Background: an optimization exercise with open tools, aiming at small area, a short achievable clock period and few clock cycles. Do not read the settings as production practice.
The RTL was checked by simulation tests, not by an equivalence proof against the original design.
Power figures rest on the tool's default switching activity, not on a simulated workload.

==> flow/design.v <==
module bf_machine (
  input  logic       clk,
  input  logic       rst,
  input  logic [7:0] rx_data,
  input  logic       new_rx,
  output logic       rx_ready,
  output logic [7:0] tx_data,
  output logic       tx_send,
  input  logic       tx_busy,
  output logic [2:0] state,
  output logic [4:0] err
);
  localparam logic [2:0] S_IDLE  = 3'd0;
  localparam logic [2:0] S_LOAD  = 3'd1;
  localparam logic [2:0] S_EXEC  = 3'd2;
  localparam logic [2:0] S_OUT   = 3'd3;
  localparam logic [2:0] S_IN    = 3'd4;
  localparam logic [2:0] S_SKIPR = 3'd5;
  localparam logic [2:0] S_SKIPL = 3'd6;
  localparam logic [2:0] S_FETCH = 3'd7;
  localparam logic [2:0] OP_INC   = 3'd0;
  localparam logic [2:0] OP_DEC   = 3'd1;
  localparam logic [2:0] OP_LEFT  = 3'd2;
  localparam logic [2:0] OP_RIGHT = 3'd3;
  localparam logic [2:0] OP_JZ    = 3'd4;
  localparam logic [2:0] OP_JNZ   = 3'd5;
  localparam logic [2:0] OP_OUT   = 3'd6;
  localparam logic [2:0] OP_IN    = 3'd7;
  localparam int SDEPTH = 4;
  function automatic logic f_is_cmd(input logic [7:0] b);
    case (b)
      8'h2B, 8'h2D, 8'h3C, 8'h3E, 8'h5B, 8'h5D, 8'h2E, 8'h2C: f_is_cmd = 1'b1;
      default: f_is_cmd = 1'b0;
    endcase
  endfunction
  function automatic logic [2:0] f_encode(input logic [7:0] b);
    case (b)
      8'h2B:   f_encode = OP_INC;
      8'h2D:   f_encode = OP_DEC;
      8'h3C:   f_encode = OP_LEFT;
      8'h3E:   f_encode = OP_RIGHT;
      8'h5B:   f_encode = OP_JZ;
      8'h5D:   f_encode = OP_JNZ;
      8'h2E:   f_encode = OP_OUT;
      8'h2C:   f_encode = OP_IN;
      default: f_encode = OP_INC;
    endcase
  endfunction
  logic [2:0] r_prog0 [0:63];
  logic [2:0] r_prog1 [0:63];
  logic [2:0] r_prog2 [0:63];
  logic [2:0] r_prog3 [0:63];
  logic [7:0] r_mem   [0:255];
  logic [2:0] r_state;
  logic [8:0] r_pc;
  logic [5:0] r_pcq1;     
  logic [5:0] r_pcq2;     
  logic [2:0] r_w [0:3];  
  logic [11:0] r_stkw [0:SDEPTH-1];      
  logic [8:0] r_plen;
  logic [8:0] r_left;     
  logic [7:0] r_mp;
  logic [8:0] r_hw;       
  logic [4:0] r_nest;
  logic [4:0] r_err;
  logic [5:0] r_depth;    
  logic       r_deep;     
  logic [7:0] r_stk [0:SDEPTH-1];    
  logic [2:0] r_scnt;
  logic [7:0] r_cell;     
  logic       st_idle, st_load, st_exec, st_out, st_in, st_skipr, st_skipl, st_fetch;
  assign st_idle  = (r_state == S_IDLE);
  assign st_load  = (r_state == S_LOAD);
  assign st_exec  = (r_state == S_EXEC);
  assign st_out   = (r_state == S_OUT);
  assign st_in    = (r_state == S_IN);
  assign st_skipr = (r_state == S_SKIPR);
  assign st_skipl = (r_state == S_SKIPL);
  assign st_fetch = (r_state == S_FETCH);
  logic [3:0] w_v;        
  assign w_v[0] = (r_left != 9'd0);
  assign w_v[1] = (r_left > 9'd1);
  assign w_v[2] = (r_left > 9'd2);
  assign w_v[3] = (r_left > 9'd3);
  logic       w_pc0;
  assign w_pc0 = (r_pc == 9'd0);
  logic       w_stk_ok;
  assign w_stk_ok = (r_scnt != 3'd0) && !r_deep;
  logic [8:0] w_pcp [1:4];
  logic [5:0] w_pcq [1:4];
  logic [8:0] w_pcm1;
  logic [5:0] w_pcqm1, w_stkq;
  logic [5:0] w_pcr [1:4];
  logic [5:0] w_pcrm1, w_stkr;
  logic [8:0] w_lm [1:4];
  logic [8:0] w_lp1, w_lstk;
  always_comb begin
    for (int k = 1; k <= 4; k++) begin
      w_pcp[k] = r_pc + 9'(k);
      w_pcq[k] = 6'((r_pc[7:0] + 8'(k + 4)) >> 2);
      w_pcr[k] = 6'((r_pc[7:0] + 8'(k + 8)) >> 2);
    end
    for (int k = 1; k <= 4; k++) w_lm[k] = r_left - 9'(k);
    w_lp1   = r_left + 9'd1;
    w_lstk  = r_plen - {1'b0, r_stk[0]};
    w_pcm1  = r_pc - 9'd1;
    w_pcqm1 = 6'((r_pc[7:0] + 8'd3) >> 2);
    w_pcrm1 = 6'((r_pc[7:0] + 8'd7) >> 2);
    w_stkq  = 6'((r_stk[0] + 8'd4) >> 2);
    w_stkr  = 6'((r_stk[0] + 8'd8) >> 2);
  end
  logic [7:0] w_mpp [1:4];
  logic [7:0] w_mpm [1:4];
  logic [4:1] w_lok;      
  logic [4:1] w_rok;      
  logic [4:1] w_hok;      
  logic [4:1] w_hgt;      
  logic [3:1] w_room1;    
  logic [8:0] w_room;
  logic       w_fresh;
  assign w_room  = r_hw - {1'b0, r_mp};
  assign w_fresh = (w_room == 9'd0);
  always_comb begin
    for (int k = 1; k <= 4; k++) begin
      w_mpp[k] = r_mp + 8'(k);
      w_mpm[k] = r_mp - 8'(k);
      w_lok[k] = (r_mp >= 8'(k));
      w_rok[k] = (r_mp <= 8'(255 - k));
      w_hok[k] = (w_room >= 9'(k));
      w_hgt[k] = (w_room > 9'(k));
      if (k < 4) w_room1[k] = (w_room == 9'(k));
    end
  end
  logic [4:0] w_nk [0:8];    
  always_comb begin
    for (int k = 0; k <= 8; k++) w_nk[k] = r_nest + 5'(k) - 5'd4;
  end
  logic [3:0] w_nq;       
  assign w_nq[0] = (r_nest == 5'd0);
  assign w_nq[1] = (r_nest == 5'd1);
  assign w_nq[2] = (r_nest == 5'd2);
  assign w_nq[3] = (r_nest == 5'd3);
  logic       w_direct;
  logic [5:0] w_a [0:3];
  logic [2:0] w_b [0:3];
  logic [2:0] w_rd [0:3];
  logic [2:0] w_op [0:3];
  assign w_direct = st_idle || st_load || st_fetch;
  always_comb begin
    for (int b = 0; b < 4; b++) begin
      if (w_direct) w_a[b] = (2'(b) < r_pc[1:0]) ? r_pcq1 : r_pc[7:2];
      else          w_a[b] = (2'(b) < r_pc[1:0]) ? r_pcq2 : r_pcq1;
    end
  end
  assign w_b[0] = r_prog0[w_a[0]];
  assign w_b[1] = r_prog1[w_a[1]];
  assign w_b[2] = r_prog2[w_a[2]];
  assign w_b[3] = r_prog3[w_a[3]];
  always_comb begin
    case (r_pc[1:0])
      2'd0: begin w_rd[0] = w_b[0]; w_rd[1] = w_b[1]; w_rd[2] = w_b[2]; w_rd[3] = w_b[3]; end
      2'd1: begin w_rd[0] = w_b[1]; w_rd[1] = w_b[2]; w_rd[2] = w_b[3]; w_rd[3] = w_b[0]; end
      2'd2: begin w_rd[0] = w_b[2]; w_rd[1] = w_b[3]; w_rd[2] = w_b[0]; w_rd[3] = w_b[1]; end
      default: begin w_rd[0] = w_b[3]; w_rd[1] = w_b[0]; w_rd[2] = w_b[1]; w_rd[3] = w_b[2]; end
    endcase
  end
  always_comb begin
    for (int i = 0; i < 4; i++) w_op[i] = r_w[i];
  end
  logic [2:0] w_ext [0:7];
  always_comb begin
    for (int i = 0; i < 4; i++) begin
      w_ext[i]   = r_w[i];
      w_ext[i+4] = w_rd[i];
    end
  end
  logic [3:0] d_inc, d_dec, d_left, d_right, d_jz, d_jnz, d_out, d_in;
  always_comb begin
    for (int i = 0; i < 4; i++) begin
      d_inc[i]   = w_v[i] && (w_op[i] == OP_INC);
      d_dec[i]   = w_v[i] && (w_op[i] == OP_DEC);
      d_left[i]  = w_v[i] && (w_op[i] == OP_LEFT);
      d_right[i] = w_v[i] && (w_op[i] == OP_RIGHT);
      d_jz[i]    = w_v[i] && (w_op[i] == OP_JZ);
      d_jnz[i]   = w_v[i] && (w_op[i] == OP_JNZ);
      d_out[i]   = w_v[i] && (w_op[i] == OP_OUT);
      d_in[i]    = w_v[i] && (w_op[i] == OP_IN);
    end
  end
  logic e1, e2, e3;
  logic [4:1] run;
  assign e1 = w_v[1] && (w_op[1] == w_op[0]);
  assign e2 = e1 && w_v[2] && (w_op[2] == w_op[0]);
  assign e3 = e2 && w_v[3] && (w_op[3] == w_op[0]);
  assign run[1] = !e1;
  assign run[2] = e1 && !e2;
  assign run[3] = e2 && !e3;
  assign run[4] = e3;
  logic w_brk;
  assign w_brk = w_stk_ok &&
                 ((run[1] && d_jnz[1]) || (run[2] && d_jnz[2]) || (run[3] && d_jnz[3]));
  logic [7:0] w_cell;
  logic       w_cz;
  assign w_cell = r_cell;
  assign w_cz   = (w_cell == 8'd0);
  logic [7:0] w_newv;
  logic       w_newnz;
  logic [7:0] w_cp [1:4];
  logic [7:0] w_cm [1:4];
  logic [4:1] w_cpz, w_cmz;
  logic       w_isinc;
  always_comb begin
    for (int k = 1; k <= 4; k++) begin
      w_cp[k]  = w_cell + 8'(k);
      w_cm[k]  = w_cell - 8'(k);
      w_cpz[k] = (w_cell == 8'(256 - k));
      w_cmz[k] = (w_cell == 8'(k));
    end
  end
  assign w_isinc = (w_op[0] == OP_INC);
  always_comb begin
    w_newv  = 8'd0;
    w_newnz = 1'b0;
    for (int k = 1; k <= 4; k++) begin
      w_newv  = w_newv | ({8{run[k] && w_isinc}} & w_cp[k]) | ({8{run[k] && !w_isinc}} & w_cm[k]);
      w_newnz = w_newnz | (run[k] && w_isinc && !w_cpz[k]) | (run[k] && !w_isinc && !w_cmz[k]);
    end
  end
  logic w_clr, w_clr_done;
  assign w_clr      = (d_inc[1] || d_dec[1]) && d_jnz[2];
  assign w_clr_done = d_dec[1] ? (w_cell <= 8'd4) : (w_cz || w_cell >= 8'd252);
  logic [4:0] dep [0:4];
  logic [3:0] w_hit;
  logic       w_sfound;
  logic [1:0] w_sidx;
  logic       w_send;
  logic [4:0] w_snest;
  logic [8:0] dl [0:4];   
  always_comb begin
    dep[0] = {(r_nest > 5'd3), w_nq[3], w_nq[2], w_nq[1], w_nq[0]};
    for (int i = 0; i < 4; i++) begin
      if (d_jz[i])       dep[i+1] = {dep[i][4] | dep[i][3], dep[i][2:0], 1'b0};
      else if (d_jnz[i]) dep[i+1] = {dep[i][4], dep[i][4:1]};
      else               dep[i+1] = dep[i];
      w_hit[i] = d_jnz[i] && dep[i][0];
    end
    w_sfound = 1'b0;
    w_send   = 1'b0;
    w_sidx   = 2'd0;
    for (int i = 3; i >= 0; i--) begin
      if (w_hit[i]) begin
        w_sfound = 1'b1;
        w_send   = 1'b0;
        w_sidx   = 2'(i);
      end else if (!w_v[i]) begin
        w_sfound = 1'b0;
        w_send   = 1'b1;
      end
    end
    dl[0] = 9'b000010000;
    for (int i = 0; i < 4; i++) begin
      if (d_jz[i])       dl[i+1] = {dl[i][7:0], 1'b0};
      else if (d_jnz[i]) dl[i+1] = {1'b0, dl[i][8:1]};
      else               dl[i+1] = dl[i];
    end
    w_snest = 5'd0;
    for (int k = 0; k <= 8; k++)
      w_snest = w_snest | ({5{dl[4][k]}} & w_nk[k]);
  end
  logic       w_rx_cmd;
  logic [2:0] w_rx_op;
  logic [8:0] w_plen_eff;
  logic       w_prog_we;
  assign w_rx_cmd   = f_is_cmd(rx_data);
  assign w_rx_op    = f_encode(rx_data);
  assign w_plen_eff = st_idle ? 9'd0 : r_plen;
  assign w_prog_we  = (st_idle || st_load) && new_rx && w_rx_cmd && !w_plen_eff[8];
  assign tx_data  = r_cell;
  assign tx_send  = st_out && !tx_busy;
  assign rx_ready = st_in;
  assign state    = r_state;
  assign err      = r_err;
  localparam logic [3:0] PC_HOLD = 4'd0, PC_P1 = 4'd1, PC_P2 = 4'd2, PC_P3 = 4'd3,
                         PC_P4 = 4'd4, PC_P5 = 4'd5, PC_M1 = 4'd6, PC_STK = 4'd7,
                         PC_ZERO = 4'd8;
  logic [2:0] p_state [0:1];
  logic [3:0] p_pcsel [0:1];
  logic [8:0] p_plen  [0:1];
  logic [7:0] p_mp    [0:1];
  logic [4:0] p_nest  [0:1];
  logic [4:0] p_err   [0:1];
  logic [5:0] p_depth [0:1];
  logic       p_deep  [0:1];
  logic       p_txe   [0:1];
  logic       p_push  [0:1];
  logic       p_pop   [0:1];
  logic       p_we    [0:1];
  logic [8:0] p_pc    [0:1];
  logic [5:0] p_pcq1  [0:1];
  logic [5:0] p_pcq2  [0:1];
  logic [8:0] p_left  [0:1];
  logic [2:0] p_w     [0:1][0:3];
  logic       w_late;
  logic [2:0] n_state;
  logic [8:0] n_pc;
  logic [5:0] n_pcq1;
  logic [5:0] n_pcq2;
  logic [8:0] n_left;
  logic [2:0] n_w [0:3];
  logic [8:0] n_plen;
  logic [7:0] n_mp;
  logic [8:0] n_hw;
  logic [4:0] n_nest;
  logic [4:0] n_err;
  logic [5:0] n_depth;
  logic       n_deep;
  logic       n_txe;
  logic       s_push, s_pop;
  logic       m_we;
  logic [7:0] m_wd;
  always_comb begin
    for (int L = 0; L < 2; L++) begin
      p_state[L] = r_state;
      p_pcsel[L]   = PC_HOLD;
      p_plen[L]  = r_plen;
      p_mp[L]    = r_mp;
      p_nest[L]  = r_nest;
      p_err[L]   = r_err;
      p_depth[L] = r_depth;
      p_deep[L]  = r_deep;
      p_txe[L]   = 1'b0;
      p_push[L]  = 1'b0;
      p_pop[L]   = 1'b0;
      p_we[L]    = 1'b0;
      case (r_state)
        S_IDLE, S_LOAD: begin
          p_pcsel[L] = PC_ZERO;
          p_mp[L]    = 8'd0;
          if (new_rx) begin
            if (st_idle) begin
              p_err[L]   = 5'd0;
              p_depth[L] = 6'd0;
              p_deep[L]  = 1'b0;
            end
            if (rx_data == 8'h21) begin
              p_plen[L]  = w_plen_eff;
              p_state[L] = S_EXEC;
            end else if (w_rx_cmd) begin
              if (w_plen_eff[8]) begin
                p_err[L][4] = 1'b1;
                p_state[L]  = S_IDLE;
              end else begin
                p_plen[L]  = w_plen_eff + 9'd1;
                p_state[L] = S_LOAD;
                if (rx_data == 8'h5B) begin
                  if (p_depth[L] == 6'd31) p_deep[L] = 1'b1;
                  if (!p_depth[L][5]) p_depth[L] = p_depth[L] + 6'd1;
                end else if (rx_data == 8'h5D) begin
                  if (p_depth[L] != 6'd0) p_depth[L] = p_depth[L] - 6'd1;
                end
              end
            end else begin
              p_plen[L]  = w_plen_eff;
              p_state[L] = S_LOAD;
            end
          end
        end
        S_EXEC: begin
          if (!w_v[0]) begin
            p_state[L] = S_IDLE;
          end else if (d_inc[0] || d_dec[0]) begin
            p_we[L] = 1'b1;
            if (w_brk && L[0]) begin
              p_pcsel[L] = PC_STK;
            end else if (w_brk) begin
              p_pop[L] = 1'b1;
              p_pcsel[L] = run[1] ? PC_P2 : run[2] ? PC_P3 : PC_P4;
            end else begin
              p_pcsel[L] = run[1] ? PC_P1 : run[2] ? PC_P2 : run[3] ? PC_P3 : PC_P4;
            end
          end else if (d_right[0]) begin
            if ((run[1] && !w_rok[1]) || (run[2] && !w_rok[2]) ||
                (run[3] && !w_rok[3]) || (run[4] && !w_rok[4])) begin
              p_err[L][2] = 1'b1;
              p_state[L]  = S_IDLE;
            end else if ((run[1] && w_hok[1]) || (run[2] && w_hok[2]) ||
                         (run[3] && w_hok[3]) || (run[4] && w_hok[4])) begin
              p_mp[L]  = ({8{run[1]}} & w_mpp[1]) | ({8{run[2]}} & w_mpp[2]) | ({8{run[3]}} & w_mpp[3]) | ({8{run[4]}} & w_mpp[4]);
              p_pcsel[L] = run[1] ? PC_P1 : run[2] ? PC_P2 : run[3] ? PC_P3 : PC_P4;
            end else if (w_fresh) begin
              p_we[L]  = 1'b1;
              p_mp[L]  = w_mpp[1];
              p_pcsel[L] = PC_P1;
            end else begin
              p_mp[L]  = r_hw[7:0];
              p_pcsel[L] = w_room1[1] ? PC_P1 : w_room1[2] ? PC_P2 : PC_P3;
            end
          end else if (d_left[0]) begin
            if ((run[1] && !w_lok[1]) || (run[2] && !w_lok[2]) ||
                (run[3] && !w_lok[3]) || (run[4] && !w_lok[4])) begin
              p_err[L][3] = 1'b1;
              p_state[L]  = S_IDLE;
            end else begin
              p_mp[L]  = ({8{run[1]}} & w_mpm[1]) | ({8{run[2]}} & w_mpm[2]) | ({8{run[3]}} & w_mpm[3]) | ({8{run[4]}} & w_mpm[4]);
              p_pcsel[L] = run[1] ? PC_P1 : run[2] ? PC_P2 : run[3] ? PC_P3 : PC_P4;
            end
          end else if (d_jz[0]) begin
            if (w_clr) begin
              p_we[L] = 1'b1;
              if (L[0]) begin
                p_pcsel[L] = PC_P3;
              end else begin
              end
            end else if (L[0]) begin
              p_nest[L]  = 5'd0;
              p_pcsel[L]   = PC_P1;
              p_state[L] = S_SKIPR;
            end else begin
              p_pcsel[L]  = PC_P1;
              p_push[L] = !r_deep;
            end
          end else if (d_jnz[0]) begin
            if (L[0]) begin
              p_pcsel[L] = PC_P1;
              p_pop[L] = (r_scnt != 3'd0);
            end else if (w_stk_ok) begin
              p_pcsel[L] = PC_STK;
            end else if (w_pc0) begin
              p_err[L][0] = 1'b1;
              p_state[L]  = S_IDLE;
            end else begin
              p_nest[L]  = 5'd0;
              p_pcsel[L]   = PC_M1;
              p_state[L] = S_FETCH;
            end
          end else if (d_out[0]) begin
            p_txe[L]   = 1'b1;
            p_state[L] = S_OUT;
          end else begin
            p_state[L] = S_IN;
          end
        end
        S_OUT: begin
          if (!tx_busy) begin
            p_pcsel[L]   = PC_P1;
            p_state[L] = S_EXEC;
          end
        end
        S_IN: begin
          if (new_rx) begin
            p_we[L]    = 1'b1;
            p_pcsel[L]   = PC_P1;
            p_state[L] = S_EXEC;
          end
        end
        S_SKIPR: begin
          if (r_deep) begin
            if (!w_v[0]) begin
              p_err[L][0] = 1'b1;
              p_state[L]  = S_IDLE;
            end else if (d_jz[0]) begin
              if (r_nest == 5'd31) begin
                p_err[L][1] = 1'b1;
                p_state[L]  = S_IDLE;
              end else begin
                p_nest[L] = r_nest + 5'd1;
                p_pcsel[L]  = PC_P1;
              end
            end else if (d_jnz[0]) begin
              p_pcsel[L] = PC_P1;
              if (w_nq[0]) p_state[L] = S_EXEC;
              else p_nest[L] = r_nest - 5'd1;
            end else begin
              p_pcsel[L] = PC_P1;
            end
          end else if (w_sfound) begin
            p_pcsel[L]   = (w_sidx == 2'd0) ? PC_P1 : (w_sidx == 2'd1) ? PC_P2 :
                      (w_sidx == 2'd2) ? PC_P3 : PC_P4;
            p_state[L] = S_EXEC;
          end else if (w_send) begin
            p_err[L][0] = 1'b1;
            p_state[L]  = S_IDLE;
          end else begin
            p_nest[L] = w_snest;
            p_pcsel[L]  = PC_P4;
          end
        end
        S_SKIPL: begin
          if (d_jnz[0]) begin
            if (r_nest == 5'd31) begin
              p_err[L][1] = 1'b1;
              p_state[L]  = S_IDLE;
            end else if (w_pc0) begin
              p_err[L][0] = 1'b1;
              p_state[L]  = S_IDLE;
            end else begin
              p_nest[L]  = r_nest + 5'd1;
              p_pcsel[L]   = PC_M1;
              p_state[L] = S_FETCH;
            end
          end else if (d_jz[0]) begin
            if (w_nq[0]) begin
              p_pcsel[L]   = PC_P1;
              p_state[L] = S_EXEC;
              p_push[L]  = !r_deep;
            end else if (w_pc0) begin
              p_err[L][0] = 1'b1;
              p_state[L]  = S_IDLE;
            end else begin
              p_nest[L]  = r_nest - 5'd1;
              p_pcsel[L]   = PC_M1;
              p_state[L] = S_FETCH;
            end
          end else begin
            if (w_pc0) begin
              p_err[L][0] = 1'b1;
              p_state[L]  = S_IDLE;
            end else begin
              p_pcsel[L]   = PC_M1;
              p_state[L] = S_FETCH;
            end
          end
        end
        S_FETCH: p_state[L] = S_SKIPL;
        default: p_state[L] = S_IDLE;
      endcase
    end
  end
  always_comb begin
    for (int L = 0; L < 2; L++) begin
      p_pcq2[L] = ({6{p_pcsel[L] == PC_P1}}   & w_pcr[1]) | ({6{p_pcsel[L] == PC_P2}} & w_pcr[2]) |
             ({6{p_pcsel[L] == PC_P3}}   & w_pcr[3]) | ({6{p_pcsel[L] == PC_P4}} & w_pcr[4]) |
             ({6{p_pcsel[L] == PC_M1}} & w_pcrm1) |
             ({6{p_pcsel[L] == PC_STK}}  & w_stkr) |
             ({6{p_pcsel[L] == PC_ZERO}} & 6'd2) |
             ({6{p_pcsel[L] == PC_HOLD}} & r_pcq2);
    for (int i = 0; i < 4; i++) begin
      p_w[L][i] = ({3{p_pcsel[L] == PC_P1}}   & w_ext[i+1]) | ({3{p_pcsel[L] == PC_P2}} & w_ext[i+2]) |
               ({3{p_pcsel[L] == PC_P3}}   & w_ext[i+3]) | ({3{p_pcsel[L] == PC_P4}} & w_ext[i+4]) |
               ({3{p_pcsel[L] == PC_STK}}  & r_stkw[0][3*i +: 3]) |
               ({3{p_pcsel[L] == PC_HOLD && !w_direct}} & r_w[i]) |
               ({3{w_direct}} & w_rd[i]);
    end
    p_left[L] = ({9{p_pcsel[L] == PC_P1}}   & w_lm[1]) | ({9{p_pcsel[L] == PC_P2}} & w_lm[2]) |
                ({9{p_pcsel[L] == PC_P3}}   & w_lm[3]) | ({9{p_pcsel[L] == PC_P4}} & w_lm[4]) |
                ({9{p_pcsel[L] == PC_M1}}   & w_lp1) |
                ({9{p_pcsel[L] == PC_STK}}  & w_lstk) |
                ({9{p_pcsel[L] == PC_ZERO}} & w_plen_eff) |
                ({9{p_pcsel[L] == PC_HOLD}} & r_left);
    p_pc[L]   = ({9{p_pcsel[L] == PC_P1}}   & w_pcp[1]) | ({9{p_pcsel[L] == PC_P2}} & w_pcp[2]) |
             ({9{p_pcsel[L] == PC_P3}}   & w_pcp[3]) | ({9{p_pcsel[L] == PC_P4}} & w_pcp[4]) |
             ({9{p_pcsel[L] == PC_M1}} & w_pcm1) |
             ({9{p_pcsel[L] == PC_STK}}  & {1'b0, r_stk[0]}) |
             ({9{p_pcsel[L] == PC_HOLD}} & r_pc);
    p_pcq1[L] = ({6{p_pcsel[L] == PC_P1}}   & w_pcq[1]) | ({6{p_pcsel[L] == PC_P2}} & w_pcq[2]) |
             ({6{p_pcsel[L] == PC_P3}}   & w_pcq[3]) | ({6{p_pcsel[L] == PC_P4}} & w_pcq[4]) |
             ({6{p_pcsel[L] == PC_M1}} & w_pcqm1) |
             ({6{p_pcsel[L] == PC_STK}}  & w_stkq) |
             ({6{p_pcsel[L] == PC_ZERO}} & 6'd1) |
             ({6{p_pcsel[L] == PC_HOLD}} & r_pcq1);
  end
  end
  assign w_late = ((d_inc[0] || d_dec[0]) && w_brk && w_newnz) ||
                  (d_jz[0] && w_clr && w_clr_done) ||
                  (((d_jz[0] && !w_clr) || d_jnz[0]) && w_cz);
  always_comb begin
    n_state = w_late ? p_state[1] : p_state[0];
    n_plen  = w_late ? p_plen[1]  : p_plen[0];
    n_mp    = w_late ? p_mp[1]    : p_mp[0];
    n_nest  = w_late ? p_nest[1]  : p_nest[0];
    n_err   = w_late ? p_err[1]   : p_err[0];
    n_depth = w_late ? p_depth[1] : p_depth[0];
    n_deep  = w_late ? p_deep[1]  : p_deep[0];
    n_txe   = w_late ? p_txe[1]   : p_txe[0];
    s_push  = w_late ? p_push[1]  : p_push[0];
    s_pop   = w_late ? p_pop[1]   : p_pop[0];
    m_we    = w_late ? p_we[1]    : p_we[0];
    n_pc    = w_late ? p_pc[1]    : p_pc[0];
    n_pcq1  = w_late ? p_pcq1[1]  : p_pcq1[0];
    n_pcq2  = w_late ? p_pcq2[1]  : p_pcq2[0];
    n_left  = w_late ? p_left[1]  : p_left[0];
    for (int i = 0; i < 4; i++) n_w[i] = w_late ? p_w[1][i] : p_w[0][i];
  end
  always_comb begin
    if (st_in)
      m_wd = rx_data;
    else if (d_inc[0] || d_dec[0])
      m_wd = w_newv;
    else if (d_jz[0] && w_clr && !w_clr_done)
      m_wd = d_dec[1] ? w_cm[4] : w_cp[4];
    else
      m_wd = 8'd0;
  end
  always_comb begin
    n_hw = r_hw;
    if (st_idle || st_load) n_hw = 9'd0;
    else if (m_we && w_fresh) n_hw = r_hw + 9'd1;
  end
  logic       w_mvr, w_mvl;
  logic [7:0] w_rdaddr;
  logic [7:0] w_rdcell;
  logic [7:0] n_cell;
  logic       w_rgt;
  assign w_mvr = st_exec && d_right[0];
  assign w_mvl = st_exec && d_left[0];
  always_comb begin
    w_rdaddr = {8{!w_mvr && !w_mvl}} & r_mp;
    w_rgt    = 1'b0;
    for (int k = 1; k <= 4; k++) begin
      w_rdaddr = w_rdaddr | ({8{w_mvr && run[k]}} & w_mpp[k]) | ({8{w_mvl && run[k]}} & w_mpm[k]);
      w_rgt    = w_rgt | (run[k] && w_hgt[k]);
    end
  end
  assign w_rdcell = r_mem[w_rdaddr];
  always_comb begin
    if (st_idle || st_load)
      n_cell = 8'd0;
    else if (w_mvr)
      n_cell = w_rgt ? w_rdcell : 8'd0;
    else if (w_mvl)
      n_cell = w_rdcell;
    else if (m_we)
      n_cell = m_wd;
    else
      n_cell = r_cell;
  end
  always_ff @(posedge clk) begin
    if (w_prog_we) begin
      case (w_plen_eff[1:0])
        2'd0: r_prog0[w_plen_eff[7:2]] <= w_rx_op;
        2'd1: r_prog1[w_plen_eff[7:2]] <= w_rx_op;
        2'd2: r_prog2[w_plen_eff[7:2]] <= w_rx_op;
        default: r_prog3[w_plen_eff[7:2]] <= w_rx_op;
      endcase
    end
    if (m_we) r_mem[r_mp] <= m_wd;
    r_cell <= n_cell;
    if (s_push) begin
      r_stk[0] <= w_pcp[1][7:0];
      r_stkw[0] <= {w_ext[4], w_ext[3], w_ext[2], w_ext[1]};
      for (int i = 1; i < SDEPTH; i++) begin
        r_stk[i]  <= r_stk[i-1];
        r_stkw[i] <= r_stkw[i-1];
      end
    end else if (s_pop) begin
      for (int i = 0; i < SDEPTH-1; i++) begin
        r_stk[i]  <= r_stk[i+1];
        r_stkw[i] <= r_stkw[i+1];
      end
    end
    for (int i = 0; i < 4; i++) r_w[i] <= n_w[i];
  end
  always_ff @(posedge clk or posedge rst) begin
    if (rst) begin
      r_state <= S_IDLE;
      r_pc    <= 9'd0;
      r_pcq1  <= 6'd1;
      r_pcq2  <= 6'd2;
      r_left  <= 9'd0;
      r_plen  <= 9'd0;
      r_mp    <= 8'd0;
      r_hw    <= 9'd0;
      r_nest  <= 5'd0;
      r_err   <= 5'd0;
      r_depth <= 6'd0;
      r_deep  <= 1'b0;
      r_scnt  <= 3'd0;
    end else begin
      r_state <= n_state;
      r_pc    <= n_pc;
      r_pcq1  <= n_pcq1;
      r_pcq2  <= n_pcq2;
      r_left  <= n_left;
      r_plen  <= n_plen;
      r_mp    <= n_mp;
      r_hw    <= n_hw;
      r_nest  <= n_nest;
      r_err   <= n_err;
      r_depth <= n_depth;
      r_deep  <= n_deep;
      if (st_idle || st_load) begin
        r_scnt <= 3'd0;
      end else if (s_push) begin
        if (r_scnt != 3'(SDEPTH)) r_scnt <= r_scnt + 3'd1;
      end else if (s_pop) begin
        r_scnt <= r_scnt - 3'd1;
      end
    end
  end
endmodule
==> flow/run.sh <==
#!/bin/bash
# synth_recipe.tcl (not shown) runs the flow's synth.tcl, then flattens the netlist and writes it again
# the make line also repeats each setting of config.mk as NAME=value (left out here)
make -C /OpenROAD-flow-scripts/flow DESIGN_CONFIG=/design/flow/config.mk WORK_HOME=/design/flow/orfs CLKGATE_MAP_FILE= SYNTH_SCRIPT=/design/flow/synth_recipe.tcl finish
==> flow/config.mk <==
export PLATFORM = sky130hd
export DESIGN_NAME = bf_machine
export DESIGN_NICKNAME = bf_machine
export VERILOG_FILES = /design/flow/design.v
export SDC_FILE = /design/flow/constraint.sdc
export NUM_CORES = 4
export LEC_CHECK = 0
export CAP_MARGIN = 20
export CORE_MARGIN = 2
export CORE_UTILIZATION = 40
export SETUP_SLACK_MARGIN = 5
export SLEW_MARGIN = 20
==> flow/constraint.sdc <==
create_clock -name core_clock -period 10.0 [get_ports {clk}]
set_input_delay 2.0000 -clock core_clock [delete_from_list [all_inputs] [get_ports {clk}]]
set_output_delay 2.0000 -clock core_clock [all_outputs]
set_load 0.01 [all_outputs]
==> impl_metrics.tcl, run 1 <==
set metrics [dict create \
    status "finished clean" \
    synth-async-reset-ratio_pct 2.64 \
    dp_hpwl_um 263000 \
    arrival_ns 5.86 \
    drt-total-wl_um 463000 \
    hold_class "flip-flop to flip-flop" \
    hold_ws_ns 0.443 \
    cts_made_buffers 311 \
    drt_iter0_drc 13700 \
    synth_edf_count 2896 \
    die_h_um 583 \
    syn_to_final_growth_pct 17.5 \
    grt_usage_pct 26.0 \
    timing.setup.tns_ns 0 \
    portBuffers 29 \
    synth.avg_cell_area_um2 13.3 \
    timing.fmax_ghz 0.197 \
    start_util_pct 40.2 \
    synthCells 10100 \
    syn_nets 10200 \
    setup_viol 0 \
    cp-start-kind "flip-flop" \
    netlist_area_um2 134000 \
    yosys_warnings 38 \
    cts.sinks 2995 \
    synth_cell_types 119 \
    tightest_slew_ns 1.31 \
    layout_common_cells "2896 x edfxtp_1, 1466 x nand2_1, 464 x nor2_1" \
    end_kind "flip-flop" \
    cts_root_buf "clkbuf_16" \
    die_area_um2 340000 \
    min_period_ns 5.09 \
    final_max_slew_viol_count 0 \
    grt.overflow.total 0 \
    ios 30 \
    crit_type "flip-flop to flip-flop" \
    wl_per_cell_um 31.0 \
    coreArea_um2 334000 \
    finalNonFillerCells 15000 \
    drv_cap 0 \
    antenna_found_initial 5 \
    first_pass_iters 6 \
    synthFlopType "edfxtp_1" \
    grt_pass1_wl_um 650000 \
    final_hold_viol_count 0 \
    ys_ff_latch 2995 \
    power_density_nw_per_um2 159 \
    drcViolationCount 0 \
    post-route-period-util_pct 50.9 \
    p_total_uw 25100 \
    p_leak_uw 0.0515 \
    clk_pin_slew_ns 0.06 \
    dpl.cell_count 14000 \
    fp.dieW_um 583 \
    final_nets 10400 \
    layout_commonest_cell "edfxtp_1" \
    synth.yosys.seq_area_share_pct 66.6 \
    placementRows 212 \
    skew_ns 0.0845 \
    grt_pass1_vias 89400 \
    max_slew_margin_pct 12.2 \
    crit_required_ns 10.78 \
    rsz0062_at_grt "true" \
    drtAntennaViolNets 0 \
    htree_num_levels 5 \
    gp_congestion 0.977 \
    viasPerCell 6.32 \
    num_vias 94500 \
    path_max_fanout 10 \
    cts_tree "done" \
    drive_gt1_share_pct 20.2 \
    clk_latency_ns 0.98 \
    clk_path_buf_depth 4 \
    vdd_ir_drop_max_uv 170 \
    grt_max_degree 218 \
]
[logic make-up (layout without fill, tap and decap cells)]
kind of cell,Yosys count,after routing,synth area share (%)
buffers and inverters,826,1270,2.75
DFF,2995,2995,66.6
and+or+nand+nor,3418,3429,11.3
other,0,2,0
xor gates and xnor gates,161,161,1.05
muxes,644,644,7.42
adders and majority gates,99,99,0.940
AOI/OAI and AO/OA,1954,1963,10.0
[area by class of cell]
cell class / instances / area, um^2
Timing Repair Buffer: 599 / 7120
Inverter: 107 / 450
Fill cell: 28700 / 176000
Antenna cell: 2 / 5.00
Clock inverter: 175 / 1580
Sequential cell: 2995 / 89400
Multi-Input combinational cell: 6296 / 45300
Tap cell: 4387 / 5490
Clock buffer: 389 / 8300
[flip-flops by register name (all words and copies together) (netlist names), 12 cells and up]
name and count:
r_w 12, r_stk 32, r_prog3 192, r_mem 2048, r_stkw 48, r_prog2 192
r_prog0 192, r_prog1 192
[layer usage]
| layer | track usage, % | up-vias | routed length [um] |
|---|---|---|---|
| met4 | 13.3 | 2 | 26700 |
| met2 | 39.5 | 5945 | 207000 |
| li1 | - | 39500 | - |
| met5 | 0 | - | 12 |
| met1 | 35.3 | 47900 | 180000 |
| met3 | 5.32 | 1196 | 49700 |
[stage by stage]
stage	cell area, um^2	setup slack (ns)	utilization [%]
5_1_grt	158000	4.86	47.2
6_report	158000	4.91	47.3
2_1_floorplan	135000	3.30	-
3_3_place_gp	139000	2.78	41.8
4_1_cts	155000	4.90	46.4
3_5_place_dp	140000	3.07	41.8
[synthesized netlist by cell type, types with 77 or more instances]
library cell,number,area [um^2]
a211oi_1,100,751
a21oi_1,470,2350
a22oi_1,174,1310
a31oi_1,140,876
and3_1,155,970
buf_2,242,1210
clkbuf_1,347,1300
dfrtp_1,77,1930
edfxtp_1,2896,87000
ha_1,96,1200
inv_1,99,372
mux2_2,101,1140
mux2i_1,272,2720
mux4_2,271,6100
nand2_1,1517,5690
nand3_1,480,2400
nand4_1,86,538
nor2_1,741,2780
nor3_1,177,886
o21ai_0,260,1300
o22ai_1,97,607
xnor2_1,113,990
[worst paths after layout]
check	endpoint	from	cells after the start	slack (ns)
max reg2reg	r_w[3][1]	r_pcq1[3]	13	4.91
max	r_w[3][1]	r_pcq1[3]	13	4.91
max in group asynchronous	r_left[3]	rst	3	7.23
min	r_stk[3][1]	r_stk[2][1]	0	0.44
min in group asynchronous	r_depth[0]	rst	2	1.55
min reg2reg	r_stk[3][1]	r_stk[2][1]	0	0.44
[report_power, final]
part | total [uW] | internal, uW | leakage [uW] | switching [uW]
logic | 48.9 | 9.43 | 0.0190 | 39.4
registers | 13600 | 13600 | 0.0277 | 0.184
clock network | 11500 | 6480 | 0.00482 | 5000
[critical path, cell delays in order, from the launching register on]
cell and delay [ns]:
dfrtp_1 0.93, mux2i_1 0.19, o21ai_0 0.76, o22ai_1 0.52, mux2i_1 0.34, mux2i_1 0.11, o22ai_1 0.23, o31ai_1 0.14
and4_1 0.39, a221oi_1 0.45, a21oi_1 0.20, a221o_1 0.35, nor3b_1 0.19, o22ai_1 0.10
[what timing repair did]
item,CTS,global route
setup endpoints to repair,3863,3200
setup buffers,177,108
resized for setup,751,297
hold buffers,0,0
pin swaps,95,59
gates cloned,42,18
Testbench counts, summed over its fixed seeds: cycles 47,899.
==> run 2, diff against run 1 <==
--- a/flow/config.mk
+++ b/flow/config.mk
@@ -8,5 +8,5 @@
 export CAP_MARGIN = 20
 export CORE_MARGIN = 2
 export CORE_UTILIZATION = 40
-export SETUP_SLACK_MARGIN = 5
+export SETUP_SLACK_MARGIN = 4
 export SLEW_MARGIN = 20
==> run 2 against run 1 <==
Net effect: worst hold slack improved by 0.0033 ns; fmax fell by 15%; utilization fell by 2.0 points; die area did not move; largest power group unchanged.
==> impl_metrics.tcl, run 2 <==
set metrics [dict create \
    hold_depth 0 \
    first_pass_iters 8 \
    fp.dieW_um 583 \
    final_hold_viol_count 0 \
    place_area_um2 139000 \
    p_total_uw 25100 \
    layout_common_cells "2896 x edfxtp_1, 1485 x nand2_1, 663 x nor2_1" \
    setup_viol 0 \
    final_nets 10100 \
    timing.setup.tns_ns 0 \
    portBuffers 29 \
    synthCells 10100 \
    drcViolationCount 0 \
    final_max_slew_viol_count 0 \
    syn_to_final_growth_pct 12.6 \
    hold_class "flip-flop to flip-flop" \
    synth_cell_types 119 \
    drv_cap 0 \
    worstRegToRegCells 14 \
    status "finished clean" \
    crit_path_start "r_state[0]" \
    clk_pin_slew_ns 0.06 \
    r2r-start "r_state[0]" \
    synthTopCellsByArea "edfxtp_1 65%, mux4_2 4.5%, nand2_1 4.2%, nor2_1 2.1%, mux2i_1 2.0%" \
    p_leak_uw 0.0493 \
    power_density_nw_per_um2 166 \
    vdd_ir_drop_max_uv 175 \
    synth.avg_cell_area_um2 13.3 \
    grt_usage_pct 25.5 \
    drt_iter0_drc 12900 \
    skew_ns 0.0848 \
    dp_hpwl_um 268000 \
    viasPerCell 6.29 \
    netlist_area_um2 134000 \
    end_kind "flip-flop" \
    final_area_um2 151000 \
    critPathSlowestCell "nor4_2" \
    crit_type "flip-flop to flip-flop" \
    crit_required_ns 10.74 \
    arrival_ns 6.75 \
    cts.sinks 2995 \
    synth.largest_area_cell "edfxtp_1" \
    min_period_ns 6.01 \
    cts_made_buffers 310 \
    clk_latency_ns 0.90 \
    synth_most_common_cell "edfxtp_1" \
    syn_nets 10200 \
    synthFlopType "edfxtp_1" \
    largest_reg_flops 2048 \
    path_max_fanout 54 \
    synth-async-reset-ratio_pct 2.64 \
    drt-total-wl_um 449000 \
    synth.yosys.seq_area_share_pct 66.6 \
    ios 30 \
    top_register "r_mem" \
    cp-start-kind "flip-flop" \
    hp-start "r_stk[2][4]" \
    antenna_found_initial 13 \
    drtAntennaViolNets 0 \
    grt_pass1_wl_um 638000 \
    timing.fmax_ghz 0.166 \
    start_util_pct 40.2 \
    grt_max_degree 219 \
    wl_per_cell_um 30.6 \
    tightest_slew_ns 1.23 \
    clk_path_buf_depth 4 \
    synth_top_area_share_pct 64.8 \
    cts_tree "done" \
    die_h_um 583 \
    layout_commonest_cell "edfxtp_1" \
    post-route-period-util_pct 60.1 \
    synth_edf_count 2896 \
    cts_root_buf "clkbuf_16" \
    htree_num_levels 5 \
    ctsHoldBuffers 0 \
    placementRows 212 \
    gp_congestion 1.00 \
    grt_pass1_vias 88300 \
    synth_common_cells "2896 x edfxtp_1, 1517 x nand2_1, 741 x nor2_1" \
    final_util_pct 45.3 \
    drive_gt1_share_pct 13.9 \
    ys_ff_latch 2995 \
    cp_cell_sequence "and2_1 > o221a_4 > buf_6 > mux2i_1 > a311oi_1 > nand4_1 > o31ai_1 > nor4_2 > o311ai_0 > a221oi_2 > nor2_1 > a221oi_1 > nand3_1 > a22o_1" \
    num_vias 92300 \
    yosys_warnings 38 \
    max_slew_margin_pct 17.8 \
    grt.overflow.total 0 \
    coreArea_um2 334000 \
    rsz0062_at_grt "true" \
    die_area_um2 340000 \
    max_stage_delay_ns 0.78 \
]
-- run 2: cell counts after synthesis --
No cell type changed its count.
-- run 2: per-stage QoR --
step	hold WS (ns)	cells	setup slack, ns
after floorplan	0.422	10100	2.33
after global placement	0.434	14000	2.82
after detailed placement	0.433	14000	2.93
after CTS	0.448	14600	3.92
after global routing	0.452	14700	3.98
final	0.446	14700	3.99
-- run 2: where the power goes --
part           switching (uW)  total (uW)  internal (uW)
combinational            39.2        48.5           9.36
sequential               1.37       13600          13600
clock                    4870       11500           6590
-- run 2: worst max-delay path: cells and delay by family, from the launching register on --
kind / cells / cell delay (ns)
compound gates: 7 / 2.37
buf+inv: 1 / 0.53
flops: 1 / 0.77
mux: 1 / 0.26
simple gates: 5 / 1.88
-- run 2: final cells by class --
type                            instances  area [um^2]
Fill cell                           29400       183000
Sequential cell                      2995        89400
Multi-Input combinational cell       6286        42500
Clock buffer                          371         8190
Tap cell                             4387         5490
Timing Repair Buffer                  334         3520
Clock inverter                        173         1650
Inverter                              107          412
Antenna cell                            5         12.5
-- run 2: what timing repair did --
action | CTS | global route
pin swaps | 16 | 4
resized for setup | 152 | 105
gates cloned | 19 | 5
buffers inserted | 30 | 10
setup endpoints to repair | 1999 | 1608
-- run 2: final timing paths --
kind                          endpoint  slack (ns)
hold reg to reg            r_stk[3][4]        0.45
max in group asynchronous   r_state[1]        7.01
setup reg to reg             r_w[3][0]        3.99
setup / recovery             r_w[3][0]        3.99
hold / removal             r_stk[3][4]        0.45
min in group asynchronous     r_err[2]        1.50
-- run 2: kinds of logic after synthesis --
kind of cell | count (synthesis) | share of synthesized area [%]
AOI/OAI and AO/OA | 1954 | 10.0
xor gates and xnor gates | 161 | 1.05
buffers and inverters | 826 | 2.75
and+or+nand+nor | 3418 | 11.3
muxes | 644 | 7.42
DFF | 2995 | 66.6
adders and majority gates | 99 | 0.940
-- run 2: layer usage --
layer	global-route usage (%)	part of all wire [%]	up-vias
li1	-	-	38900
met4	12.2	5.5	2
met2	39.2	45	5664
met1	34.9	40	46600
met5	0	0.0033	-
met3	4.58	9.7	1133
==> run 3, diff against run 2 <==
--- a/flow/design.v
+++ b/flow/design.v
@@ -13,8 +13,6 @@
   localparam logic [2:0] S_IDLE  = 3'd0;
   localparam logic [2:0] S_LOAD  = 3'd1;
   localparam logic [2:0] S_EXEC  = 3'd2;
-  localparam logic [2:0] S_OUT   = 3'd3;
-  localparam logic [2:0] S_IN    = 3'd4;
   localparam logic [2:0] S_SKIPR = 3'd5;
   localparam logic [2:0] S_SKIPL = 3'd6;
   localparam logic [2:0] S_FETCH = 3'd7;
@@ -26,7 +24,7 @@
   localparam logic [2:0] OP_JNZ   = 3'd5;
   localparam logic [2:0] OP_OUT   = 3'd6;
   localparam logic [2:0] OP_IN    = 3'd7;
-  localparam int SDEPTH = 4;
+  localparam int SDEPTH = 2;
   function automatic logic f_is_cmd(input logic [7:0] b);
     case (b)
       8'h2B, 8'h2D, 8'h3C, 8'h3E, 8'h5B, 8'h5D, 8'h2E, 8'h2C: f_is_cmd = 1'b1;
@@ -68,12 +66,10 @@
   logic [7:0] r_stk [0:SDEPTH-1];    
   logic [2:0] r_scnt;
   logic [7:0] r_cell;     
-  logic       st_idle, st_load, st_exec, st_out, st_in, st_skipr, st_skipl, st_fetch;
+  logic       st_idle, st_load, st_exec, st_skipr, st_skipl, st_fetch;
   assign st_idle  = (r_state == S_IDLE);
   assign st_load  = (r_state == S_LOAD);
   assign st_exec  = (r_state == S_EXEC);
-  assign st_out   = (r_state == S_OUT);
-  assign st_in    = (r_state == S_IN);
   assign st_skipr = (r_state == S_SKIPR);
   assign st_skipl = (r_state == S_SKIPL);
   assign st_fetch = (r_state == S_FETCH);
@@ -164,6 +160,11 @@
       default: begin w_rd[0] = w_b[3]; w_rd[1] = w_b[0]; w_rd[2] = w_b[1]; w_rd[3] = w_b[2]; end
     endcase
   end
+  logic [2:0] w_rdb [0:3];
+  always_comb begin
+    for (int i = 0; i < 4; i++)
+      w_rdb[i] = (r_ld_we && r_ld_addr == 8'(i)) ? r_ld_op : w_rd[i];
+  end
   always_comb begin
     for (int i = 0; i < 4; i++) w_op[i] = r_w[i];
   end
@@ -275,9 +276,12 @@
   assign w_rx_op    = f_encode(rx_data);
   assign w_plen_eff = st_idle ? 9'd0 : r_plen;
   assign w_prog_we  = (st_idle || st_load) && new_rx && w_rx_cmd && !w_plen_eff[8];
+  logic       r_ld_we;
+  logic [2:0] r_ld_op;
+  logic [7:0] r_ld_addr;
   assign tx_data  = r_cell;
-  assign tx_send  = st_out && !tx_busy;
-  assign rx_ready = st_in;
+  assign tx_send  = st_exec && d_out[0] && !tx_busy;
+  assign rx_ready = st_exec && d_in[0];
   assign state    = r_state;
   assign err      = r_err;
   localparam logic [3:0] PC_HOLD = 4'd0, PC_P1 = 4'd1, PC_P2 = 4'd2, PC_P3 = 4'd3,
@@ -291,7 +295,6 @@
   logic [4:0] p_err   [0:1];
   logic [5:0] p_depth [0:1];
   logic       p_deep  [0:1];
-  logic       p_txe   [0:1];
   logic       p_push  [0:1];
   logic       p_pop   [0:1];
   logic       p_we    [0:1];
@@ -314,7 +317,6 @@
   logic [4:0] n_err;
   logic [5:0] n_depth;
   logic       n_deep;
-  logic       n_txe;
   logic       s_push, s_pop;
   logic       m_we;
   logic [7:0] m_wd;
@@ -328,7 +330,6 @@
       p_err[L]   = r_err;
       p_depth[L] = r_depth;
       p_deep[L]  = r_deep;
-      p_txe[L]   = 1'b0;
       p_push[L]  = 1'b0;
       p_pop[L]   = 1'b0;
       p_we[L]    = 1'b0;
@@ -434,23 +435,12 @@
               p_state[L] = S_FETCH;
             end
           end else if (d_out[0]) begin
-            p_txe[L]   = 1'b1;
-            p_state[L] = S_OUT;
+            if (!tx_busy) p_pcsel[L] = PC_P1;
           end else begin
-            p_state[L] = S_IN;
-          end
-        end
-        S_OUT: begin
-          if (!tx_busy) begin
-            p_pcsel[L]   = PC_P1;
-            p_state[L] = S_EXEC;
-          end
-        end
-        S_IN: begin
-          if (new_rx) begin
-            p_we[L]    = 1'b1;
-            p_pcsel[L]   = PC_P1;
-            p_state[L] = S_EXEC;
+            if (new_rx) begin
+              p_we[L]    = 1'b1;
+              p_pcsel[L] = PC_P1;
+            end
           end
         end
         S_SKIPR: begin
@@ -539,7 +529,7 @@
                ({3{p_pcsel[L] == PC_P3}}   & w_ext[i+3]) | ({3{p_pcsel[L] == PC_P4}} & w_ext[i+4]) |
                ({3{p_pcsel[L] == PC_STK}}  & r_stkw[0][3*i +: 3]) |
                ({3{p_pcsel[L] == PC_HOLD && !w_direct}} & r_w[i]) |
-               ({3{w_direct}} & w_rd[i]);
+               ({3{w_direct}} & w_rdb[i]);
     end
     p_left[L] = ({9{p_pcsel[L] == PC_P1}}   & w_lm[1]) | ({9{p_pcsel[L] == PC_P2}} & w_lm[2]) |
                 ({9{p_pcsel[L] == PC_P3}}   & w_lm[3]) | ({9{p_pcsel[L] == PC_P4}} & w_lm[4]) |
@@ -571,7 +561,6 @@
     n_err   = w_late ? p_err[1]   : p_err[0];
     n_depth = w_late ? p_depth[1] : p_depth[0];
     n_deep  = w_late ? p_deep[1]  : p_deep[0];
-    n_txe   = w_late ? p_txe[1]   : p_txe[0];
     s_push  = w_late ? p_push[1]  : p_push[0];
     s_pop   = w_late ? p_pop[1]   : p_pop[0];
     m_we    = w_late ? p_we[1]    : p_we[0];
@@ -582,7 +571,7 @@
     for (int i = 0; i < 4; i++) n_w[i] = w_late ? p_w[1][i] : p_w[0][i];
   end
   always_comb begin
-    if (st_in)
+    if (d_in[0])
       m_wd = rx_data;
     else if (d_inc[0] || d_dec[0])
       m_wd = w_newv;
@@ -625,14 +614,16 @@
       n_cell = r_cell;
   end
   always_ff @(posedge clk) begin
-    if (w_prog_we) begin
-      case (w_plen_eff[1:0])
-        2'd0: r_prog0[w_plen_eff[7:2]] <= w_rx_op;
-        2'd1: r_prog1[w_plen_eff[7:2]] <= w_rx_op;
-        2'd2: r_prog2[w_plen_eff[7:2]] <= w_rx_op;
-        default: r_prog3[w_plen_eff[7:2]] <= w_rx_op;
+    if (r_ld_we) begin
+      case (r_ld_addr[1:0])
+        2'd0: r_prog0[r_ld_addr[7:2]] <= r_ld_op;
+        2'd1: r_prog1[r_ld_addr[7:2]] <= r_ld_op;
+        2'd2: r_prog2[r_ld_addr[7:2]] <= r_ld_op;
+        default: r_prog3[r_ld_addr[7:2]] <= r_ld_op;
       endcase
     end
+    r_ld_op   <= w_rx_op;
+    r_ld_addr <= w_plen_eff[7:0];
     if (m_we) r_mem[r_mp] <= m_wd;
     r_cell <= n_cell;
     if (s_push) begin
@@ -657,6 +648,7 @@
       r_pcq1  <= 6'd1;
       r_pcq2  <= 6'd2;
       r_left  <= 9'd0;
+      r_ld_we <= 1'b0;
       r_plen  <= 9'd0;
       r_mp    <= 8'd0;
       r_hw    <= 9'd0;
@@ -671,6 +663,7 @@
       r_pcq1  <= n_pcq1;
       r_pcq2  <= n_pcq2;
       r_left  <= n_left;
+      r_ld_we <= w_prog_we;
       r_plen  <= n_plen;
       r_mp    <= n_mp;
       r_hw    <= n_hw;
--- a/flow/config.mk
+++ b/flow/config.mk
@@ -8,5 +8,5 @@
 export CAP_MARGIN = 20
 export CORE_MARGIN = 2
 export CORE_UTILIZATION = 40
-export SETUP_SLACK_MARGIN = 4
+export SETUP_SLACK_MARGIN = 5
 export SLEW_MARGIN = 20
==> run 3 against run 2 <==
Net effect: utilization rose by 2.6 points; fmax rose by 19%; sequential share of layout area fell by 2.7 points; worst setup slack improved by 0.95 ns; count of clock-buffer cells in the layout rose by 19; routed wire length rose by 3.6%.
==> impl_metrics.tcl, run 3 <==
set metrics [dict create \
    status "finished clean" \
    path_max_fanout 11 \
    max_stage_delay_ns 0.68 \
    ys_ff_latch 2967 \
    max_slew_margin_pct 20.4 \
    clk_path_buf_depth 4 \
    synth_common_cells "2856 x edfxtp_1, 1006 x nand2_1, 806 x nor2_1" \
    timing.fmax_ghz 0.198 \
    synthTopCellsByArea "edfxtp_1 65%, mux4_2 9.1%, nand2_1 2.9%, nor2_1 2.3%, mux2i_1 1.7%" \
    yosys_warnings 38 \
    dp_hpwl_um 278000 \
    crit_end "r_cell[5]" \
    placementRows 210 \
    grt_max_degree 215 \
    syn_to_final_growth_pct 18.8 \
    grt_pass1_wl_um 646000 \
    ios 30 \
    r2r_slack_ns 4.95 \
    tightest_slew_ns 1.19 \
    vdd_ir_drop_max_uv 350 \
    power_density_nw_per_um2 237 \
    clk_pin_slew_ns 0.06 \
    start_util_pct 40.3 \
    drtAntennaViolNets 0 \
    viasPerCell 6.43 \
    skew_ns 0.0668 \
    worstRegToRegCells 18 \
    fin_ws_ns 4.95 \
    crit_type "flip-flop to flip-flop" \
    cts_root_buf "clkbuf_16" \
    layout_common_cells "2856 x edfxtp_1, 966 x nand2_1, 536 x mux4_2" \
    pre_cts_ws_ns 2.49 \
    multi_input_area_um2 44800 \
    crit_top_cell "buf_12" \
    ctsHoldBuffers 0 \
    drcViolationCount 0 \
    synth_edf_count 2856 \
    grt_usage_pct 26.9 \
    setup_viol 0 \
    post-route-period-util_pct 50.5 \
    cp-start-kind "flip-flop" \
    end_kind "flip-flop" \
    cts_tree "done" \
    r2r-start "r_left[1]" \
    final_max_slew_viol_count 0 \
    r2r-end "r_cell[5]" \
    grt.overflow.total 0 \
    min_period_ns 5.05 \
    syn_nets 9094 \
    wl_per_cell_um 33.3 \
    drv_cap 0 \
    num_vias 89800 \
    hp-start "r_stkw[0][7]" \
    synth.yosys.seq_area_share_pct 67.0 \
    finalNonFillerCells 14000 \
    die_area_um2 335000 \
    cts_made_buffers 316 \
    fp.dieW_um 578 \
    coreArea_um2 328000 \
    synth_cell_types 118 \
    drt_iter0_drc 12700 \
    cp_cell_sequence "inv_4 > ha_4 > a221o_2 > a211o_4 > buf_12 > buf_12 > nand3_1 > mux2i_4 > or4_4 > buf_12 > nor2_4 > buf_8 > a22oi_1 > nand3_1 > a31oi_4 > or4_1 > o31a_1 > a22oi_2" \
    synthFlopType "edfxtp_1" \
    cts.sinks 2967 \
    synth-async-reset-ratio_pct 2.70 \
    drive_gt1_share_pct 24.5 \
    final_area_um2 157000 \
    crit_required_ns 10.84 \
    gp_congestion 0.967 \
    layout_commonest_cell "edfxtp_1" \
    hold_class "flip-flop to flip-flop" \
    antenna_found_initial 32 \
    netlist_area_um2 132000 \
    final_nets 9464 \
    p_leak_uw 0.0490 \
    grt_pass1_vias 86100 \
    synth_top_area_share_pct 65.0 \
    die_h_um 578 \
    dpl.cell_count 13000 \
    portBuffers 29 \
    top_register "r_mem" \
    synth.avg_cell_area_um2 14.7 \
    place_area_um2 138000 \
    arrival_ns 5.89 \
    synth.largest_area_cell "edfxtp_1" \
    timing.setup.tns_ns 0 \
    synthCells 8987 \
    fill_cells 27600 \
    largest_reg_flops 2048 \
    drt-total-wl_um 465000 \
    final_hold_viol_count 0 \
    final-seq-area_um2 88400 \
    clk_latency_ns 0.94 \
    synth_most_common_cell "edfxtp_1" \
    first_pass_iters 10 \
    htree_num_levels 5 \
    crit_path_start "r_left[1]" \
    rsz0062_at_grt "true" \
    critPathSlowestCell "or4_4" \
]
run 3: kinds of logic after synthesis:
logic type / count (synthesis) / share of synthesized area (%)
AOI/OAI and AO/OA: 1557 / 8.38
xor gates and xnor gates: 125 / 0.835
adders and majority gates: 95 / 0.918
buffers and inverters: 723 / 2.43
DFF: 2967 / 67.0
muxes: 822 / 11.4
and+or+nand+nor: 2698 / 9.07
run 3: how the worst min path moves through the flow:
stage                               to  slack [ns]  cells past startpoint
after floorplan           r_stkw[1][0]        0.45                      0
after global placement    r_stkw[1][7]        0.48                      0
after detailed placement  r_stkw[1][7]        0.48                      0
after CTS                 r_stkw[1][7]        0.50                      0
after global routing      r_stkw[1][7]        0.52                      0
final                     r_stkw[1][7]        0.51                      0
run 3: layer usage:
layer	up-vias	track usage (%)	part of all wire [%]
met5	-	0	0.020
met4	16	13.5	5.9
met3	1388	6.27	12
met2	6077	40.7	45
met1	45900	36.3	38
li1	36400	-	-
run 3: power by group:
part	internal [uW]	switching (uW)
logic	2760	7010
clock network	6550	4990
registers	15600	181
run 3: per-stage QoR:
| step | hold slack, ns | util (%) | total power, uW |
|---|---|---|---|
| after floorplan | 0.445 | - | 21200 |
| after global placement | 0.480 | 42.0 | 24200 |
| after detailed placement | 0.484 | 42.0 | 24500 |
| after CTS | 0.498 | 46.9 | 36500 |
| after global routing | 0.518 | 47.8 | 38100 |
| final | 0.505 | 47.9 | 37100 |
run 3: cell type report:
class                           instances  area share (%)
Tap cell                             4346            3.47
Clock buffer                          390            5.31
Multi-Input combinational cell       5310            28.5
Timing Repair inverter                  1         0.00319
Clock inverter                        171            1.09
Timing Repair Buffer                  657            4.87
Inverter                              104           0.274
Sequential cell                      2967            56.4
Antenna cell                           21          0.0335
run 3: what timing repair did:
action,CTS,global route
setup endpoints to repair,3383,2467
buffers inserted,191,151
gates resized for setup,890,284
gates cloned,29,13
pin swaps,86,107
run 3: worst max-delay path, delay by kind of cell (launching register included):
family,cells,cell delay [ns]
AND/OR/NAND/NOR,5,1.58
flip-flops,1,0.47
multiplexers,1,0.13
buffers and inverters,5,0.81
adder cells (fa/ha/maj),1,0.21
AO/OA/AOI/OAI,6,1.75
Testbench counts of run 3, summed over its fixed seeds: cycles 45,962.

==> separate check: timing with driven ports <==
The flow's constraints put no driver on any port. The routed layouts listed below were extracted and timed again, unchanged, in two steps.
Step 1 assumes that a clkbuf_16 drives the clock port and a buf_2 every other input.
Step 2 also shifts input and output timing later by t, the mid clock arrival at the registers, as if the neighbouring blocks saw the same clock.
Slacks: ideal / step 1 / step 2; pairs: ideal / step 1.
run	t (ns)	setup slack, ns	hold WS [ns]	latest minus earliest clock arrival (ns)
run 1	1.022	4.912 / 4.912 / 4.083	0.443 / 0.443 / 0.443	0.097 / 0.098
run 2	0.958	3.992 / 3.992 / 3.537	0.446 / 0.446 / 0.446	0.085 / 0.085
run 3	1.010	4.946 / 4.946 / 4.279	0.505 / 0.505 / 0.505	0.068 / 0.069
After both steps every run listed still meets setup and hold. For run 1, which loses most, drivers alone change the setup slack by 0.000 ns; drivers and shift together by -0.829 ns.
